Background: an optimization exercise with open tools, aiming at small area, a short achievable clock period and few clock cycles per item. Do not read the settings as production practice. RTL that was checked went through simulation tests only; none was proved equivalent to the original. Power figures rest on the tool's default switching activity, not on a simulated workload.

// bit_chunk_lane_splitter_unit
module bit_chunk_lane_splitter_unit
(
   input  logic                  clock,
   input  logic                  reset,
   input  logic                  req_valid,
   output logic                  req_ready,
   input  logic                  req_action,
   input  logic [7:0]            req_data_byte,
   output logic                  rsp_valid,
   input  logic                  rsp_ready,
   output logic [3:0]            rsp_lane,
   output logic [7:0]            rsp_out_byte,
   output logic                  rsp_last,
   input  logic                  csr_we,
   input  logic [CSR_IDX_W-1:0]  csr_index,
   input  logic [CSR_DATA_W-1:0] csr_data
);
   logic [5:0]  cw_q;                  
   logic [4:0]  lc_q;                  
   logic [15:0] en_q;
   logic [5:0]  cw_n;                  
   logic [4:0]  lc_n;
   logic [15:0] en_n;
   logic [BUF_W-1:0] buf_q;
   logic [5:0]       pl_q;
   logic [3:0]       idx_q;
   logic [5:0]       sk_q;              
   logic             fol_q;             
   logic             fsh_q;             
   logic [15:0][7:0] pm_q;
   logic        in_v_q, in_act_q;
   logic [7:0]  in_byte_q;
   logic [31:0] e_data_q;
   logic [2:0]  e_n_q;                 
   logic [3:0]  e_lane_q;
   logic        e_last_q;              
   logic        e_pend_q;              
   logic [6:0]  cur_pd_q;
   logic        ypc_q;              
   logic [2:0]  cur_pc_q;
   logic [15:0] nz, idx_oh, fcand;
   logic [3:0]  fnext, ra;
   logic [7:0]  rd_m;
   logic [2:0]  rd_pc;
   logic [6:0]  rd_pd;
   for (genvar i = 0; i < 16; i++) begin : g_nz
      assign nz[i] = pm_q[i][7:1] != 7'd0;
   end
   always_comb begin
  ...
For scale: roughly 2600 cells after synthesis, roughly 280 flip-flops, ~47 I/O pins, about 0.019 mm² of cells after synthesis.
clock: 6.5 ns
lec_check: 0
abc_area: 1
cap_margin: 20
core_margin: 2
core_utilization: 40
cts_cluster_diameter: 150
cts_cluster_size: 20
setup_slack_margin: 3.3
slew_margin: 20
run.sh (not shown) runs the stock make flow with config.mk's settings and CLKGATE_MAP_FILE= SYNTH_SCRIPT=/design/flow/synth_recipe.tcl, a recipe that flattens the netlist after the stock synthesis.
The starting point went through all stages and came out clean.
Testbench counts at the start, summed over its fixed seeds: cycles 5,766, items 4,211.
Change:
- CTS_CLUSTER_SIZE: 20 -> 26
- SETUP_SLACK_MARGIN: 3.3 -> 3.0
Result:
- The changed run completed with no timing, DRC or antenna violations
- core utilization decreases by 2.1 points
- worst setup slack improved by 24 ps
- clock power fell by about 10%
- die area is unchanged
- fmax is higher by 0.65%
Change:
- CTS_CLUSTER_DIAMETER: 150 -> default
- CTS_CLUSTER_SIZE: 26 -> default
=> Via count is higher by 0.70%. Sequential share of layout area goes down by 0.84 points. Setup slack is worse by 23 ps. Wire length grows by 0.63%. Die area stays the same. Flip-flop and latch count does not change. Hold slack gets worse by 8.3 ps. Fmax fell by 0.61%. Critical path depth is unchanged. Utilization goes up by 1.2 points.

* * *

Another version of the RTL of bit_chunk_lane_splitter_unit (not shown whole).
For scale: ~1900 cells after synthesis, about 260 flip-flops, about 47 I/O pins, roughly 17000 um^2 of cells after synthesis.
clock: 6.5 ns
lec_check: 0
cap_margin: 20
core_margin: 2
core_utilization: 40
setup_slack_margin: 1.2
slew_margin: 20
The baseline went through all stages and came out clean.
Rerun with:
SETUP_SLACK_MARGIN = 1.8   (was 1.2)
The changed run produced a clean layout.
Global-route usage rose by 1.3 points.
Total power rose by about 4%.
Via count rose by about 1.7%.
Register-to-register slack gets better by 0.07 ns.
Fmax rose by 4.7%.
Final cell count rose by 0.48%.
No functional check of the RTL was part of any run of this note.

* * *

bit_chunk_lane_splitter_unit, a different RTL version from the one above (not shown whole).
For scale: ~1900 cells after synthesis, ~260 flip-flops.
export LEC_CHECK = 0
export CAP_MARGIN = 20
export CORE_MARGIN = 2
export CORE_UTILIZATION = 40
export SETUP_SLACK_MARGIN = 1.2
export SLEW_MARGIN = 20
create_clock -name core_clock -period 6.5 [get_ports {clock}]
The baseline produced a clean layout.
Testbench counts at the start, summed over its fixed seeds: cycles 5,996, items 4,211.
Edit:
--- a/flow/config.mk
+++ b/flow/config.mk
@@ -8,5 +8,4 @@
 export CAP_MARGIN = 20
 export CORE_MARGIN = 2
-export CORE_UTILIZATION = 40
-export SETUP_SLACK_MARGIN = 1.2
+export CORE_UTILIZATION = 65
 export SLEW_MARGIN = 20
After rerunning:
- setup slack degrades by 880 ps
- power is lower by 4.6%
- sequential cell count is unchanged
- critical path depth is higher by 2
- clock power is lower by about 6%
- design area is lower by 3.3%
- sequential power hardly moves
- core utilization is higher by 27 points

* * *

Another version of the RTL of bit_chunk_lane_splitter_unit (not shown whole).
For scale: roughly 2000 cells after synthesis, roughly 270 flip-flops, ~47 I/O pins, roughly 18000 sq um of cells after synthesis.
==> flow/config.mk <==
export PLATFORM = sky130hd
export DESIGN_NAME = bit_chunk_lane_splitter_unit
export DESIGN_NICKNAME = bit_chunk_lane_splitter_unit
export VERILOG_FILES = /design/flow/design.v
export SDC_FILE = /design/flow/constraint.sdc
export NUM_CORES = 4
export LEC_CHECK = 0
export CAP_MARGIN = 20
export CORE_MARGIN = 2
export CORE_UTILIZATION = 40
export SETUP_SLACK_MARGIN = 2.4
export SLEW_MARGIN = 20
==> flow/constraint.sdc <==
create_clock -name core_clock -period 6.5 [get_ports {clock}]
set_input_delay 1.3000 -clock core_clock [delete_from_list [all_inputs] [get_ports {clock}]]
set_output_delay 1.3000 -clock core_clock [all_outputs]
set_load 0.01 [all_outputs]
Testbench counts at the start, summed over its fixed seeds: cycles 5,766, items 4,211.
Change:
Settings changed: TNS_END_PERCENT set to 0.
Outcome: Combinational power came out lower by about 2%. Cell area came out lower by 1.6%. Total power came out higher by 1.3%. First-iteration DRC count came out lower by 3.1%. Hold slack improved by 0.0051 ns. Synthesized area does not change.
Change:
Settings changed: SETUP_SLACK_MARGIN 2.4 to 1.8, TNS_END_PERCENT 0 to not set.
- clock-buffer cell count climbs by 4
- sequential power stays flat
- via count climbs by 0.72%
- die area is unchanged
- power climbs by 1.0%

* * *

Setup of run 1:
bit_chunk_lane_splitter_unit with an RTL version that a note above also has.
For scale: about 280 flip-flops.
make LEC_CHECK=0 ABC_AREA=1 CAP_MARGIN=20 CORE_MARGIN=2 CORE_UTILIZATION=40 CTS_CLUSTER_DIAMETER=150 CTS_CLUSTER_SIZE=23 SETUP_SLACK_MARGIN=3.0 SLEW_MARGIN=20 TNS_END_PERCENT=0 finish   # period 6.5 ns
Testbench counts of run 1, summed over its fixed seeds: cycles 5,766, items 4,211.
Input-level comparison between run 2 and run 1:
- a deleted CTS_CLUSTER_SIZE that had been 23
- a deleted CTS_CLUSTER_DIAMETER that had been 150
- a change of SETUP_SLACK_MARGIN from 3.0 to 2.7
- a deleted TNS_END_PERCENT that had been 0
## What came out
Run 1 -> run 2: global-route wire length before repair increased slightly. [run 2 vs run 1] met2 track demand over resource: lower in run 2. From run 1 to run 2 the numbers moved as follows: proportion of power drawn by flip-flops and latches -2.0 points, post-layout worst setup margin now sits lower. Met1 routing resource usage after global routing | run 2 below run 1.
Here is what was changed in the inputs of run 3 compared with run 2.
- changing SETUP_SLACK_MARGIN from 2.7 to 2.4
Clock power (higher): run 2
Run 3 ended with more final clock period utilization by the worst path than run 2.
The sequential share of layout area of run 3 is higher than that of run 2.
The clock buffer instance count of the final layout of run 3 falls short of that of run 2 by about 4.3%.
diff inputs: run 3 => run 4
- CTS_CLUSTER_DIAMETER: unset -> 150
- CTS_CLUSTER_SIZE: unset -> 23
- SETUP_SLACK_MARGIN: 2.4 -> 3.0
==> comparison <==
- Going from run 3 to run 4, met1 layer wirelength in the final routing grew slightly.
- Run 4 vs. run 3: clock period minus worst slack went down by 0.25 ns, final area increased 410 sq um, fraction of power consumed by sequential logic increased by 1.1 points relative to the old numbers, number of buffers outside the clock class in the layout rose by 48, core occupancy in the finished layout went up.
- Compare run 4 and run 3 | sequential share of layout area lower: run 4
- Compared with run 3, in run 4 via count now sits higher, count of flip-flops with a built-in enable after synthesis shows no meaningful change, signed area change from the synthesized netlist to the final layout went up, starting density of the core about even.

* * *

bit_chunk_lane_splitter_unit again, from the RTL that the note above started with.
clock: 6.5 ns
lec_check: 0
abc_area: 1
cap_margin: 20
core_margin: 2
core_utilization: 40
cts_buf_list: sky130_fd_sc_hd__clkbuf_4 sky130_fd_sc_hd__clkbuf_8
setup_slack_margin: 2.4
slew_margin: 20
The baseline completed with no timing, DRC or antenna violations.
Testbench counts at the start, summed over its fixed seeds: cycles 5,766, items 4,211.
Next try:
CTS_BUF_LIST = not set   (was sky130_fd_sc_hd__clkbuf_4 sky130_fd_sc_hd__clkbuf_8)
CTS_CLUSTER_DIAMETER = 150   (was not set)
CTS_CLUSTER_SIZE = 23   (was not set)
SETUP_SLACK_MARGIN = 3.3   (was 2.4)
TNS_END_PERCENT = 0   (was not set)
=> Register-to-register slack is better by 0.27 ns. Total power decreases by 5.0%. Sequential power stays flat. Critical path depth grows by 3.

* * *

bit_chunk_lane_splitter_unit, a different RTL version from the one above (not shown whole).
Size: roughly 2600 cells after synthesis, roughly 280 flip-flops, roughly 47 I/O pins.
Settings: LEC_CHECK=0, ABC_AREA=1, CAP_MARGIN=20, CORE_MARGIN=2, CORE_UTILIZATION=40, SETUP_SLACK_MARGIN=2.7, SLEW_MARGIN=20; clock period 6.5 ns.
Testbench counts at the start, summed over its fixed seeds: cycles 5,766, items 4,211.
Next try:
ABC_AREA = not set   (was 1)
SETUP_SLACK_MARGIN = 2.4   (was 2.7)
The new run completed with no timing, DRC or antenna violations.
Worst setup slack gets worse by 340 ps.
Routed wire length goes up by 7.0%.
Maximum frequency goes down by 8.1%.
Cell area goes up by 0.63%.
Power goes down by 23%.
Clock-buffer cell count goes down by 9.
Worst hold slack gets better by 21 ps.
Synthesized area goes up by about 0.6%.
Utilization stays flat.

* * *

lane 4:
bit_chunk_lane_splitter_unit with an RTL version that a note above also has.
For scale: ~2600 cells after synthesis, roughly 47 I/O pins, about 19000 µm² of cells after synthesis.
Design bit_chunk_lane_splitter_unit, start of the top module:
module bit_chunk_lane_splitter_unit
(
   input  logic                  clock,
   input  logic                  reset,
   input  logic                  req_valid,
   output logic                  req_ready,
   input  logic                  req_action,
   input  logic [7:0]            req_data_byte,
   output logic                  rsp_valid,
   input  logic                  rsp_ready,
   output logic [3:0]            rsp_lane,
   output logic [7:0]            rsp_out_byte,
   output logic                  rsp_last,
   input  logic                  csr_we,
   input  logic [CSR_IDX_W-1:0]  csr_index,
   input  logic [CSR_DATA_W-1:0] csr_data
);
Settings: LEC_CHECK=0, ABC_AREA=1, CAP_MARGIN=20, CORE_MARGIN=2, CORE_UTILIZATION=40, CTS_CLUSTER_DIAMETER=150, CTS_CLUSTER_SIZE=20, SETUP_SLACK_MARGIN=3.0, SLEW_MARGIN=20; clock period 6.5 ns.
Testbench counts of lane 4, summed over its fixed seeds: cycles 5,766, items 4,211.
diff inputs: lane 4 => lane 2
Settings: CORE_UTILIZATION changed from 40 to 55; CTS_CLUSTER_SIZE changed from 20 to 22.
Notes after the runs:
- Initial cell density of the core (higher): lane 2
- Diff lane 4 -> lane 2 | worst reg2reg path depth | increase of 30%
- Compared with lane 4, in lane 2 proportion of power drawn by the clock network decreased by 0.9 points relative to the old numbers; overall power closely matched the old numbers.
- Lane 4 → lane 2: largest net degree at the start of global routing decreased by 18% relative to the old numbers; routability congestion estimate picked up an extra 2.7%.

[re-timing with driven ports]
No port has a modelled driver above. Below, the same layouts with a new extraction and two added sets of constraints.
Step 1 assumes that a clkbuf_16 drives the clock port and a buf_2 every other input.
Step 2, shift: input delay + t, output delay - t, t = (earliest + latest rising clock arrival at the registers) / 2. This alone moves slack from input paths to output paths.
a / b / c = no drivers / after step 1 / after step 2; a / b = the first two.
run | t, ns | setup slack, ns | worst hold slack (ns) | worst setup path after step 2 | cell pins on the clock port's net
the first run of note 1 | 0.587 | 2.767 / 2.709 / 2.310 | 0.451 / 0.451 / 0.451 | input to register | 1
the second run of note 1 | 0.577 | 2.791 / 2.736 / 2.379 | 0.461 / 0.461 / 0.461 | input to register | 1
the third run of note 1 | 0.616 | 2.769 / 2.717 / 2.305 | 0.453 / 0.453 / 0.453 | input to register | 1
the first run of note 2 | 0.653 | 1.277 / 1.223 / 0.749 | 0.493 / 0.493 / 0.493 | input to register | 1
the second run of note 2 | 0.660 | 1.509 / 1.509 / 1.078 | 0.486 / 0.486 / 0.486 | input to register | 1
the first run of note 3 | 0.653 | 1.349 / 1.349 / 0.878 | 0.476 / 0.476 / 0.476 | input to register | 1
the second run of note 3 | 0.627 | 0.467 / 0.467 / 0.467 | 0.464 / 0.464 / 0.464 | register to register | 1
the first run of note 4 | 0.667 | 1.903 / 1.842 / 1.948 | 0.466 / 0.466 / 0.466 | input to output | 1
the second run of note 4 | 0.655 | 1.937 / 1.883 / 1.931 | 0.471 / 0.471 / 0.471 | input to register | 1
the third run of note 4 | 0.623 | 1.863 / 1.838 / 1.848 | 0.464 / 0.464 / 0.464 | input to register | 1
run 1 | 0.583 | 2.772 / 2.715 / 2.276 | 0.463 / 0.463 / 0.463 | input to register | 1
run 2 | 0.618 | 2.706 / 2.694 / 2.123 | 0.459 / 0.459 / 0.459 | input to register | 1
run 3 | 0.601 | 2.502 / 2.450 / 2.016 | 0.451 / 0.451 / 0.451 | input to register | 1
run 4 | 0.596 | 2.757 / 2.701 / 2.386 | 0.461 / 0.461 / 0.461 | input to register | 1
the first run of note 6 | 0.697 | 2.484 / 2.453 / 1.989 | 0.451 / 0.451 / 0.451 | input to register | 1
the second run of note 6 | 0.583 | 2.772 / 2.715 / 2.276 | 0.463 / 0.463 / 0.463 | input to register | 1
the first run of note 7 | 0.613 | 2.639 / 2.639 / 2.161 | 0.444 / 0.444 / 0.444 | input to register | 1
the second run of note 7 | 0.616 | 2.297 / 2.240 / 1.885 | 0.465 / 0.465 / 0.465 | input to register | 1
lane 4 | 0.606 | 2.757 / 2.701 / 2.377 | 0.459 / 0.459 / 0.459 | input to register | 1
lane 2 | 0.583 | 2.711 / 2.690 / 2.303 | 0.462 / 0.462 / 0.462 | input to register | 1
After both steps setup and hold are still met in every run listed. For run 2, which loses most, drivers alone change the setup slack by -0.012 ns; drivers and shift together by -0.583 ns.
